Source: an optimization exercise on an open RTL-to-GDS flow (aim: small area). Production flows keep margins and buffers that such runs may drop.
Where RTL was checked, it was by simulation tests only, not by an equivalence proof against the original.
No activity file was given, so power comes from the tool's default toggle rates.

==> flow/design.v <==
`default_nettype none
`timescale 1ns/10ps
package la_pkg;
  localparam int CNT_WIDTH = 8;
  typedef enum logic [1:0] {
    OP_NOP     = 2'd0,   
    OP_SET_CNT = 2'd1,   
    OP_RUN     = 2'd2    
  } la_op_e;
  typedef struct packed {
    la_op_e                 op;        
    logic [CNT_WIDTH-1:0]   dly_cnt;   
    logic [CNT_WIDTH-1:0]   rd_cnt;    
  } la_cmd_t;
endpackage
`default_nettype wire
`default_nettype none
`timescale 1ns/10ps
module la_cmd_decoder (
  input  logic            clk_i,
  input  logic            rst_in,      
  input  logic            cmd_req_i,   
  input  la_pkg::la_cmd_t cmd_i,       
  output logic            cmd_ack_o,
  output logic            set_cnt_o,   
  output logic            run_o        
);
  logic new_cmd;
  assign new_cmd   = cmd_req_i && !cmd_ack_o;
  assign set_cnt_o = new_cmd && (cmd_i.op == la_pkg::OP_SET_CNT);
  always_ff @(posedge clk_i) begin
    if (!rst_in) begin
      cmd_ack_o <= 1'b0;
      run_o     <= 1'b0;
    end else begin
      run_o <= new_cmd && (cmd_i.op == la_pkg::OP_RUN);
      if (new_cmd) begin
        cmd_ack_o <= 1'b1;
      end else if (!cmd_req_i) begin
        cmd_ack_o <= 1'b0;   
      end
    end
  end
endmodule
`default_nettype wire
`default_nettype none
`timescale 1ns/10ps
module la_sample_buf #(
  parameter int SMPL_WIDTH = 16,
  parameter int TX_WIDTH   = 8,
  parameter int DEPTH_LOG2 = 8,
  parameter int PORT_LOG2  = 3
) (
  input  logic                         clk_i,
  input  logic                         rst_in,
  input  logic                         push_i,     
  input  logic [SMPL_WIDTH-1:0]        d_i,
  output logic                         empty_o,    
  input  logic                         rewind_i,   
  input  logic [la_pkg::CNT_WIDTH-1:0] rd_cnt_i,
  input  logic                         read_i,     
  input  logic                         lsb_i,      
  output logic                         hit_o,      
  output logic [TX_WIDTH-1:0]          q_o
);
  localparam int DEPTH = 2 ** DEPTH_LOG2 - 1;
  localparam int NDLY  = 2 ** PORT_LOG2;
  logic [DEPTH-1:0][SMPL_WIDTH-1:0] ring;
  logic [NDLY-2:0][SMPL_WIDTH-1:0]  dly;        
  logic [NDLY-2:0]                  pend;       
  logic [DEPTH_LOG2-1:0]            ptr;
  logic [SMPL_WIDTH-1:0]            wdata;
  logic [NDLY-2:0]                  take;       
  logic                             wr;
  logic                             busy;
  logic [SMPL_WIDTH-1:0]            tap;
  logic [DEPTH_LOG2:0]              fwd;        
  assign empty_o = (pend == '0);
  assign busy    = !empty_o || push_i;
  assign wr      = busy && (ptr[PORT_LOG2-1:0] == '0);
  assign hit_o   = read_i && (ptr == '0);
  assign tap     = ring[DEPTH-1];
  always_comb begin
    take  = '0;
    wdata = d_i;
    for (int k = 0; k < NDLY - 1; k++) begin
      if (pend[k]) begin
        take  = NDLY'(1) << k;
        wdata = dly[k];
      end
    end
  end
  assign fwd = ptr + 1'b1 + (DEPTH_LOG2+1)'(rd_cnt_i);
  always_ff @(posedge clk_i) begin
    if (!rst_in) begin
      pend <= '0;
      ptr  <= '0;
    end else begin
      pend <= {pend[NDLY-3:0] & ~(take[NDLY-3:0] & {(NDLY-2){wr}}),
               push_i && !(wr && empty_o)};
      if (rewind_i) begin
        ptr <= (fwd >= (DEPTH_LOG2+1)'(DEPTH)) ? fwd[DEPTH_LOG2-1:0] + 1'b1 : fwd[DEPTH_LOG2-1:0];
      end else if (!(wr || (hit_o && lsb_i))) begin
        ptr <= (ptr == DEPTH_LOG2'(DEPTH - 1)) ? '0 : ptr + 1'b1;
      end
    end
  end
  always_ff @(posedge clk_i) begin
    dly <= {dly[NDLY-3:0], d_i};
  end
  always_ff @(posedge clk_i) begin
    for (int i = 0; i < DEPTH; i++) begin
      if (i % NDLY == 0 && wr && ptr[DEPTH_LOG2-1:PORT_LOG2] == (DEPTH_LOG2-PORT_LOG2)'(i / NDLY)) begin
        ring[i] <= wdata;
      end else begin
        ring[i] <= ring[(i + DEPTH - 1) % DEPTH];
      end
    end
  end
  always_ff @(posedge clk_i) begin
    if (hit_o) begin
      q_o <= lsb_i ? tap[TX_WIDTH-1:0] : tap[SMPL_WIDTH-1 -: TX_WIDTH];
    end
  end
endmodule
`default_nettype wire
`default_nettype none
`timescale 1ns/10ps
module la_ctrl (
  input  logic                         clk_i,
  input  logic                         rst_in,
  input  logic                         set_cnt_i,   
  input  la_pkg::la_cmd_t              cmd_i,
  input  logic                         run_i,       
  input  logic                         stb_i,       
  input  logic                         empty_i,     
  input  logic                         hit_i,       
  input  logic                         tx_ack_i,
  output logic                         push_o,
  output logic                         rewind_o,
  output logic [la_pkg::CNT_WIDTH-1:0] rd_cnt_o,
  output logic                         read_o,
  output logic                         tx_req_o,
  output logic                         lsb_o,       
  output logic                         busy_o
);
  typedef enum logic [1:0] {
    IDLE,
    TRIG,      
    FETCH,     
    XFER       
  } state_e;
  state_e state;
  logic [la_pkg::CNT_WIDTH-1:0] cnt;
  logic [la_pkg::CNT_WIDTH-1:0] dly_cnt;
  logic [la_pkg::CNT_WIDTH-1:0] rd_cnt;
  logic                         cnt_zero;
  assign cnt_zero = (cnt == '0);
  assign rd_cnt_o = rd_cnt;
  assign busy_o   = (state != IDLE);
  assign push_o   = stb_i && ((state == IDLE) || (state == TRIG && !cnt_zero));
  assign rewind_o = (state == TRIG) && cnt_zero && empty_i;
  assign read_o   = (state == FETCH) && !cnt_zero;   
  always_ff @(posedge clk_i) begin
    if (!rst_in) begin
      state    <= IDLE;
      cnt      <= '0;
      tx_req_o <= 1'b0;
      lsb_o    <= 1'b0;
    end else begin
      case (state)
        IDLE: begin
          if (run_i) begin
            state <= TRIG;
            cnt   <= dly_cnt;
          end
        end
        TRIG: begin
          if (cnt_zero) begin
            if (empty_i) begin
              state <= FETCH;
              cnt   <= rd_cnt;
            end
          end else if (stb_i) begin
            cnt <= cnt - 1'b1;
          end
        end
        FETCH: begin
          if (cnt_zero) begin
            state <= IDLE;
          end else if (hit_i) begin
            if (lsb_o) begin
              cnt <= cnt - 1'b1;
            end
            tx_req_o <= 1'b1;
            state    <= XFER;
          end
        end
        XFER: begin
          if (tx_req_o) begin
            if (tx_ack_i) begin
              tx_req_o <= 1'b0;
            end
          end else if (!tx_ack_i) begin
            lsb_o <= !lsb_o;
            state <= FETCH;
          end
        end
        default: state <= IDLE;
      endcase
    end
  end
  always_ff @(posedge clk_i) begin
    if (!rst_in) begin
      dly_cnt <= la_pkg::CNT_WIDTH'(1);
      rd_cnt  <= la_pkg::CNT_WIDTH'(1);
    end else if (set_cnt_i) begin
      dly_cnt <= cmd_i.dly_cnt;
      rd_cnt  <= cmd_i.rd_cnt;
    end
  end
endmodule
`default_nettype wire
`default_nettype none
`timescale 1ns/10ps
module la_tx_serializer #(
  parameter int TX_WIDTH = 8
) (
  input  logic [TX_WIDTH-1:0] d_i,
  output logic [TX_WIDTH-1:0] tx_o
);
  assign tx_o = d_i;
endmodule
`default_nettype wire
`default_nettype none
`timescale 1ns/10ps
module la_top #(
  parameter int SMPL_WIDTH = 16,
  parameter int TX_WIDTH   = 8,
  parameter int DEPTH_LOG2 = 8
) (
  input  logic                  clk_i,
  input  logic                  rst_in,
  input  logic                  cmd_req_i,
  input  logic [17:0]           cmd_i,      
  output logic                  cmd_ack_o,
  input  logic                  smpl_stb_i,
  input  logic [SMPL_WIDTH-1:0] smpl_i,
  output logic                  tx_req_o,
  input  logic                  tx_ack_i,
  output logic [TX_WIDTH-1:0]   tx_o,
  output logic                  busy_o
);
  logic                         set_cnt;
  logic                         run;
  logic                         push;
  logic                         empty;
  logic                         rewind;
  logic [la_pkg::CNT_WIDTH-1:0] rd_cnt;
  logic                         read;
  logic                         hit;
  logic [TX_WIDTH-1:0]          buf_q;     
  logic                         lsb;
  la_cmd_decoder la_cmd_decoder_i (
    .clk_i     (clk_i),
    .rst_in    (rst_in),
    .cmd_req_i (cmd_req_i),
    .cmd_i     (cmd_i),
    .cmd_ack_o (cmd_ack_o),
    .set_cnt_o (set_cnt),
    .run_o     (run)
  );
  la_ctrl la_ctrl_i (
    .clk_i     (clk_i),
    .rst_in    (rst_in),
    .set_cnt_i (set_cnt),
    .cmd_i     (cmd_i),       
    .run_i     (run),
    .stb_i     (smpl_stb_i),
    .empty_i   (empty),
    .hit_i     (hit),
    .tx_ack_i  (tx_ack_i),
    .push_o    (push),
    .rewind_o  (rewind),
    .rd_cnt_o  (rd_cnt),
    .read_o    (read),
    .tx_req_o  (tx_req_o),
    .lsb_o     (lsb),
    .busy_o    (busy_o)
  );
  la_sample_buf #(
    .SMPL_WIDTH (SMPL_WIDTH),
    .TX_WIDTH   (TX_WIDTH),
    .DEPTH_LOG2 (DEPTH_LOG2)
  ) la_sample_buf_i (
    .clk_i    (clk_i),
    .rst_in   (rst_in),
    .push_i   (push),
    .d_i      (smpl_i),
    .empty_o  (empty),
    .rewind_i (rewind),
    .rd_cnt_i (rd_cnt),
    .read_i   (read),
    .lsb_i    (lsb),
    .hit_o    (hit),
    .q_o      (buf_q)
  );
  la_tx_serializer #(
    .TX_WIDTH (TX_WIDTH)
  ) la_tx_serializer_i (
    .d_i  (buf_q),
    .tx_o (tx_o)
  );
endmodule
`default_nettype wire
==> flow/config.mk <==
export PLATFORM = sky130hd
export DESIGN_NAME = la_top
export DESIGN_NICKNAME = la_top
export VERILOG_FILES = /design/flow/design.v
export SDC_FILE = /design/flow/constraint.sdc
export NUM_CORES = 4
export LEC_CHECK = 0
export CAP_MARGIN = 0
export CORE_MARGIN = 2
export CORE_UTILIZATION = 65
export CTS_BUF_LIST = sky130_fd_sc_hd__clkbuf_8
export CTS_CLUSTER_DIAMETER = 60
export CTS_CLUSTER_SIZE = 20
export PLACE_DENSITY = 0.75
export SLEW_MARGIN = 0
==> flow/constraint.sdc <==
create_clock -name core_clock -period 10.0 [get_ports {clk_i}]
set_input_delay 2.0000 -clock core_clock [delete_from_list [all_inputs] [get_ports {clk_i}]]
set_output_delay 2.0000 -clock core_clock [all_outputs]
set_load 0.01 [all_outputs]
standard.sh (not shown) runs the stock make flow with config.mk's settings and CLKGATE_MAP_FILE= SYNTH_SCRIPT=/design/flow/synth_recipe.tcl, a recipe that flattens the netlist after the stock synthesis.
==> flow/flow/run.sh <==
#!/bin/bash
set -euo pipefail
export CTS_ARGS="-sink_clustering_enable -repair_clock_nets -sink_clustering_size 20 -sink_clustering_max_diameter 60 -buf_list sky130_fd_sc_hd__clkbuf_8 -dont_use_dummy_load"
export BUFFER_PORTS_ARGS="-buffer_cell sky130_fd_sc_hd__buf_1"
bash standard.sh > standard.log 2>&1
Edit:
--- a/flow/design.v
+++ b/flow/design.v
@@ -78,19 +78,21 @@
   assign empty_o = (pend == '0);
   assign busy    = !empty_o || push_i;
   assign wr      = busy && (ptr[PORT_LOG2-1:0] == '0);
   assign hit_o   = read_i && (ptr == '0);
   assign tap     = ring[DEPTH-1];
   always_comb begin
-    take  = '0;
-    wdata = d_i;
+    logic older;   
+    older = 1'b0;
+    for (int k = NDLY - 2; k >= 0; k--) begin
+      take[k] = pend[k] && !older;
+      older   = older || pend[k];
+    end
+    wdata = empty_o ? d_i : '0;
     for (int k = 0; k < NDLY - 1; k++) begin
-      if (pend[k]) begin
-        take  = NDLY'(1) << k;
-        wdata = dly[k];
-      end
+      wdata = wdata | (dly[k] & {SMPL_WIDTH{take[k]}});
     end
   end
   assign fwd = ptr + 1'b1 + (DEPTH_LOG2+1)'(rd_cnt_i);
   always_ff @(posedge clk_i) begin
     if (!rst_in) begin
       pend <= '0;
After rerunning:
- die area stays flat
- total power fell by 3.0%
- synthesized area barely changes
- final area is about the same
- setup slack gets better by 290 ps
- wire length goes up by about 3.6%
- synthesized cell count barely changes
- non-clock buffer count came out lower by 2
- maximum frequency climbs by about 7%
- core utilization hardly moves
- critical path depth climbs by 1
- first-iteration DRC count decreases by 2.3%
The RTL of the second run of this note was laid out without a check of its function.

-- what the ideal ports hide --
How much do the figures lean on ideal ports? The routed layouts below were timed once more, with nothing changed but the port constraints.
Step 1 assumes that a clkbuf_16 drives the clock port and a buf_2 every other input.
Step 2 times the ports against the registers' clock, not the clock port: input delays grow and output delays shrink by t, the midpoint of the rising clock arrivals with the driver on.
Slacks: ideal / step 1 / step 2; pairs: ideal / step 1.
run	t (ns)	setup slack, ns	worst hold slack (ns)	worst data-port slew with drivers (ns)
the first run	0.971	5.551 / 5.568 / 4.597	0.230 / 0.230 / 0.230	0.07
the second run	0.994	5.837 / 5.874 / 4.880	0.244 / 0.244 / 0.244	0.07
After both steps every run listed still meets setup and hold. For the second run, which loses most, drivers alone change the setup slack by +0.037 ns; drivers and shift together by -0.957 ns.
